What follows belongs to an exercise in optimizing a design on an open flow for small area, a short achievable clock period and few clock cycles per item; a production flow would make more cautious choices. The RTL was checked by simulation tests, not by an equivalence proof against the original design.

## run D
// fp_mul_arbiter
module fp_mul_arbiter #(
   parameter int unsigned CALC_CYCLES = 1
) (
   input  logic        clk,
   input  logic        rst,
   input  logic        req0_valid,
   input  logic        req1_valid,
   output logic        req0_ready,
   output logic        req1_ready,
   input  logic [31:0] req0_a,
   input  logic [31:0] req0_b,
   input  logic [31:0] req1_a,
   input  logic [31:0] req1_b,
   output logic        rsp_valid,
   input  logic        rsp_ready,
   output logic        rsp_id,
   output logic [31:0] rsp_data,
   output logic        busy
);
Settings: LEC_CHECK=0, CAP_MARGIN=20, CORE_MARGIN=2, CORE_UTILIZATION=55, SETUP_SLACK_MARGIN=5, SLEW_MARGIN=20, SYNTH_HIERARCHICAL=1; clock period 11.0 ns.
standard.sh (not shown) runs the stock make flow with config.mk's settings and CLKGATE_MAP_FILE= SYNTH_SCRIPT=/design/flow/synth_recipe.tcl, a recipe that flattens the netlist after the stock synthesis.
==> flow/flow/run.sh <==
#!/bin/bash
set -euo pipefail
bash standard.sh "BUFFER_PORTS_ARGS=-buffer_cell sky130_fd_sc_hd__buf_1" SETUP_SLACK_MARGIN=6.0 finish > make.log 2>&1
Testbench counts of run D, summed over its fixed seeds: cycles 3,224, items 3,200.
--- input diff run D..run C ---
==> flow/flow/run.sh <==
#!/bin/bash
set -euo pipefail
bash standard.sh "BUFFER_PORTS_ARGS=-buffer_cell sky130_fd_sc_hd__buf_1" SETUP_SLACK_MARGIN=5.7 finish > make.log 2>&1
==> results.txt <==
- Relative to run D, the detail-routed via count per cell measured on run C has decreased slightly.
- Run C vs. run D: number of nets in the final layout neither gained nor lost much, fraction of final layout cells with drive strength greater than 1 lost 0.17 points.


fp_mul_arbiter, a different RTL version from the one above (not shown whole).
Size: ~2500 cells after synthesis, roughly 25000 µm² of cells after synthesis.
export LEC_CHECK = 0
export CAP_MARGIN = 20
export CORE_MARGIN = 2
export CORE_UTILIZATION = 50
export CTS_BUF_LIST = sky130_fd_sc_hd__clkbuf_8
export SETUP_SLACK_MARGIN = 5
export SLEW_MARGIN = 20
export SYNTH_HIERARCHICAL = 1
create_clock -name core_clock -period 11.0 [get_ports {clk}]
==> flow/flow/run.sh <==
#!/bin/bash
set -euo pipefail
bash standard.sh "BUFFER_PORTS_ARGS=-buffer_cell sky130_fd_sc_hd__buf_1" SETUP_SLACK_MARGIN=6.0 finish > make.log 2>&1
Testbench counts at the start, summed over its fixed seeds: cycles 3,224, items 3,200.
Rerun with:
CORE_UTILIZATION = 55   (was 50)
CTS_BUF_LIST = unset   (was sky130_fd_sc_hd__clkbuf_8)
- count of clock-buffer cells in the layout does not change
- non-clock buffer count came out lower by 3
- setup slack degrades by 0.058 ns
- hold slack degrades by 0.015 ns
- sequential share of layout area barely changes
- die area shrinks by a little under a tenth
- routed wire length rises by a few percent
- final area hardly moves


run a:
Another version of the RTL of fp_mul_arbiter (not shown whole).
Size in the first run: ~2500 cells after synthesis, roughly 170 flip-flops, ~170 I/O pins, roughly 0.025 mm² of cells after synthesis.
export LEC_CHECK = 0
export CAP_MARGIN = 20
export CORE_MARGIN = 2
export CORE_UTILIZATION = 55
export SETUP_SLACK_MARGIN = 5
export SLEW_MARGIN = 20
export SYNTH_HIERARCHICAL = 1
create_clock -name core_clock -period 11.0 [get_ports {clk}]
==> flow/flow/run.sh <==
#!/bin/bash
set -euo pipefail
bash standard.sh "BUFFER_PORTS_ARGS=-buffer_cell sky130_fd_sc_hd__buf_1" SETUP_SLACK_MARGIN=5.5 finish > make.log 2>&1
Run a did not stop at any stage, and its layout met the timing, design-rule and antenna checks.
Testbench counts of run a, summed over its fixed seeds: cycles 3,224, items 3,200.
Input changes introduced in run b (baseline for comparison: run a):
Settings: CORE_UTILIZATION changed from 55 to 40.
==> flow/flow/run.sh <==
#!/bin/bash
set -euo pipefail
bash standard.sh "BUFFER_PORTS_ARGS=-buffer_cell sky130_fd_sc_hd__buf_1" finish > make.log 2>&1
Findings:
No stage failed in run a, and the final checks on the layout all came back clean. Run b: flow completed, timing, DRC and antenna clean. [compare] base=run a new=run b: worst slew slack as a fraction of its limit rose 1.2 points, count of buffering cells on the critical path with inverters included rose 2. A critical path capture point of req1_ready is what run b shows, while cib_q belongs to run a. Sort run b and run a by detailed route wirelength on metal2 desc -> top: run a. Overall die area: lower on run a.


Another version of the RTL of fp_mul_arbiter (not shown whole).
Size: roughly 2500 cells after synthesis, about 170 flip-flops, ~170 I/O pins.
==> flow/design.v (excerpt) <==
module fp_mul_arbiter #(
   parameter int unsigned CALC_CYCLES = 1
) (
   input  logic        clk,
   input  logic        rst,
   input  logic        req0_valid,
   input  logic        req1_valid,
   output logic        req0_ready,
   output logic        req1_ready,
   input  logic [31:0] req0_a,
   input  logic [31:0] req0_b,
   input  logic [31:0] req1_a,
   input  logic [31:0] req1_b,
   output logic        rsp_valid,
   input  logic        rsp_ready,
   output logic        rsp_id,
   output logic [31:0] rsp_data,
   output logic        busy
);
export LEC_CHECK = 0
export CAP_MARGIN = 20
export CORE_MARGIN = 2
export CORE_UTILIZATION = 55
export PLACE_DENSITY = 0.75
export SETUP_SLACK_MARGIN = 5
export SLEW_MARGIN = 20
export SYNTH_HIERARCHICAL = 1
create_clock -name core_clock -period 11.0 [get_ports {clk}]
==> flow/flow/run.sh <==
#!/bin/bash
set -euo pipefail
bash standard.sh "BUFFER_PORTS_ARGS=-buffer_cell sky130_fd_sc_hd__buf_1" SETUP_SLACK_MARGIN=5.7 finish > make.log 2>&1
Testbench counts at the start, summed over its fixed seeds: cycles 3,224, items 3,200.
Edit:
==> flow/flow/run.sh (replaced) <==
#!/bin/bash
set -euo pipefail
bash standard.sh "BUFFER_PORTS_ARGS=-buffer_cell sky130_fd_sc_hd__buf_1" SETUP_SLACK_MARGIN=5.9 finish > make.log 2>&1
PLACE_DENSITY = unset   (was 0.75)
Worst setup slack improved by 64 ps.
Via count shrinks by 0.50%.
Non-clock buffer count grows by 62.
Design area grows by about 4.4%.


fp_mul_arbiter with an RTL version that a note above also has.
Size in the first run: roughly 2500 cells after synthesis, about 25000 um^2 of cells after synthesis.
Settings: LEC_CHECK=0, CAP_MARGIN=20, CORE_MARGIN=2, CORE_UTILIZATION=55, SETUP_SLACK_MARGIN=5, SLEW_MARGIN=20, SYNTH_HIERARCHICAL=1; clock period 11.0 ns.
==> flow/flow/run.sh <==
#!/bin/bash
set -euo pipefail
bash standard.sh "BUFFER_PORTS_ARGS=-buffer_cell sky130_fd_sc_hd__buf_1" SETUP_SLACK_MARGIN=5.7 finish > make.log 2>&1
Testbench counts at the start, summed over its fixed seeds: cycles 3,224, items 3,200.
Edit:
==> flow/flow/run.sh (replaced) <==
#!/bin/bash
set -euo pipefail
bash standard.sh "BUFFER_PORTS_ARGS=-buffer_cell sky130_fd_sc_hd__buf_1" SETUP_SLACK_MARGIN=6.0 \
  "CTS_ARGS=-sink_clustering_enable -repair_clock_nets -buf_list sky130_fd_sc_hd__clkbuf_8 -dont_use_dummy_load" \
  finish > make.log 2>&1
--- a/flow/config.mk
+++ b/flow/config.mk
@@ -9,3 +9,4 @@
 export CORE_MARGIN = 2
-export CORE_UTILIZATION = 55
+export CORE_UTILIZATION = 50
+export CTS_BUF_LIST = sky130_fd_sc_hd__clkbuf_8
 export SETUP_SLACK_MARGIN = 5
Result: Non-clock buffer count grows by 12; utilization went down by 5.4 points; via count fell slightly; first-iteration DRC count drops by roughly a tenth; clock-buffer cell count is unchanged; worst setup slack gets better by 0.25 ns; die area goes up by roughly a tenth; synthesized cell count is unchanged; routed wire length goes down by a few percent.
Edit:
==> flow/flow/run.sh (replaced) <==
#!/bin/bash
set -euo pipefail
bash standard.sh "BUFFER_PORTS_ARGS=-buffer_cell sky130_fd_sc_hd__buf_1" SETUP_SLACK_MARGIN=6.2 finish > make.log 2>&1
--- a/flow/config.mk
+++ b/flow/config.mk
@@ -9,4 +9,3 @@
 export CORE_MARGIN = 2
-export CORE_UTILIZATION = 50
-export CTS_BUF_LIST = sky130_fd_sc_hd__clkbuf_8
+export CORE_UTILIZATION = 55
 export SETUP_SLACK_MARGIN = 5
After rerunning: The new run went through all stages and came out clean. Routed wire length is higher by 8.2%. Final area is higher by 5.2%. Worst hold slack barely changes.
Edit:
==> flow/flow/run.sh (replaced) <==
#!/bin/bash
set -euo pipefail
bash standard.sh "BUFFER_PORTS_ARGS=-buffer_cell sky130_fd_sc_hd__buf_1" SETUP_SLACK_MARGIN=6.0 finish > make.log 2>&1
--- a/flow/config.mk
+++ b/flow/config.mk
@@ -9,3 +9,3 @@
 export CORE_MARGIN = 2
-export CORE_UTILIZATION = 55
+export CORE_UTILIZATION = 50
 export SETUP_SLACK_MARGIN = 5
Outcome: Final cell count stays flat; die area is higher by 9.8%; synthesized cell count stays the same; design area is lower by 3.5%; global-route usage is lower by 3.1 points; first-iteration DRC count is lower by 26%; non-clock buffer count is lower by 37; wire length is lower by 7.2%; worst setup slack is better by 0.096 ns.


job 2518:
RTL: one of the versions met above, not the one the previous note started from.
Size in the first run: roughly 2500 cells after synthesis, about 170 flip-flops, ~170 I/O pins, ~25000 um2 of cells after synthesis.
Settings: LEC_CHECK=0, CAP_MARGIN=20, CORE_MARGIN=2, CORE_UTILIZATION=55, SETUP_SLACK_MARGIN=5, SLEW_MARGIN=20, SYNTH_HIERARCHICAL=1; clock period 11.0 ns.
==> flow/flow/run.sh <==
#!/bin/bash
set -euo pipefail
bash standard.sh "BUFFER_PORTS_ARGS=-buffer_cell sky130_fd_sc_hd__buf_1" SETUP_SLACK_MARGIN=5.5 finish > make.log 2>&1
Testbench counts of job 2518, summed over its fixed seeds: cycles 3,224, items 3,200.
The inputs of job 7242 differ from those of job 2518 as listed below.
==> flow/flow/run.sh <==
#!/bin/bash
set -euo pipefail
bash standard.sh "BUFFER_PORTS_ARGS=-buffer_cell sky130_fd_sc_hd__buf_1" SETUP_SLACK_MARGIN=5.7 finish > make.log 2>&1
Results
On routed wire length, job 2518 tracks job 7242 almost exactly. In job 7242 the number of fillers in the final layout turned out 1.1% lower than in job 2518. Job 2518 was smaller in final cell area than job 7242. [job 7242 vs job 2518] end-of-flow core utilization: higher in job 7242.
> inputs changed (job 7242 -> job 8920)
-- flow/config.mk --
<<< job 7242, line 10
export CORE_UTILIZATION = 55
>>> job 8920, line 10
export CORE_UTILIZATION = 60
## What came out
Job 8920 finished all stages; the layout is clean. Delta (job 8920 minus job 7242): starting density of the core increased 5.6 points, wire length increased about 1%. From job 7242 to job 8920 the numbers moved as follows: worst-skew pair later-pin latency shrank by 0.03 ns, cell area after placement shrank by 110 um2, post-cts resize count grew by 3, wire length per cell after detailed routing grew by about 2.3%. Job 8920 ended up with a lower fmax than job 7242 did. Job 8920 ended up with a lower final RePlAce weighted congestion than job 7242 did. In the metrics for job 7242 and job 8920, the one carrying the higher tightest slew margin relative to the limit is job 8920.
[inputs] job 6029 vs job 8920
-- flow/config.mk --
<<< job 8920, line 10
export CORE_UTILIZATION = 60
>>> job 6029, line 10
export CORE_UTILIZATION = 55
## What came out
Comparing job 8920 and job 6029, the lower global-route usage was measured on job 6029. Delta(fraction of layout cells with a size suffix above 1, job 6029 - job 8920) < 0. Job 6029 vs. job 8920: number of H-tree levels ~0 delta.

## separate check: timing with driven ports
In the flow no input, the clock included, has a driving cell. The finished layouts below were timed again as built, in two steps. Step 1 assumes that a clkbuf_16 drives the clock port and a buf_2 every other input. Step 2 times the ports against the registers' clock, not the clock port: input delays grow and output delays shrink by t, the midpoint of the rising clock arrivals with the driver on. a / b / c = ideal / step 1 / step 2; a / b = the first two.
| run | t (ns) | slack for setup (ns) | latest minus earliest clock arrival (ns) |
|---|---|---|---|
| run D | 0.559 | 5.941 / 5.892 / 5.815 | 0.027 / 0.027 |
| run C | 0.559 | 5.899 / 5.879 / 5.614 | 0.025 / 0.025 |
| the first run of note 2 | 0.558 | 6.078 / 6.047 / 5.823 | 0.037 / 0.037 |
| the second run of note 2 | 0.522 | 6.020 / 5.937 / 5.800 | 0.025 / 0.024 |
| run a | 0.547 | 5.745 / 5.735 / 5.735 | 0.031 / 0.031 |
| run b | 0.493 | 5.336 / 5.316 / 5.316 | 0.015 / 0.015 |
| the first run of note 4 | 0.514 | 5.824 / 5.824 / 5.481 | 0.017 / 0.016 |
| the second run of note 4 | 0.542 | 5.888 / 5.862 / 5.580 | 0.026 / 0.025 |
| the first run of note 5 | 0.522 | 5.827 / 5.768 / 5.550 | 0.023 / 0.022 |
| the second run of note 5 | 0.543 | 6.080 / 6.046 / 5.845 | 0.039 / 0.039 |
| the third run of note 5 | 0.531 | 5.982 / 5.936 / 5.936 | 0.030 / 0.030 |
| the fourth run of note 5 | 0.518 | 6.078 / 6.045 / 5.814 | 0.023 / 0.023 |
| job 2518 | 0.551 | 5.759 / 5.746 / 5.470 | 0.020 / 0.020 |
| job 7242 | 0.552 | 5.855 / 5.855 / 5.630 | 0.020 / 0.020 |
| job 8920 | 0.520 | 5.771 / 5.744 / 5.585 | 0.013 / 0.013 |
| job 6029 | 0.552 | 5.855 / 5.855 / 5.630 | 0.020 / 0.020 |
After both steps every run listed still meets setup and hold. The setup slack of the first run of note 4, which loses most, moves by 0.000 ns with the drivers and by -0.343 ns with both steps.
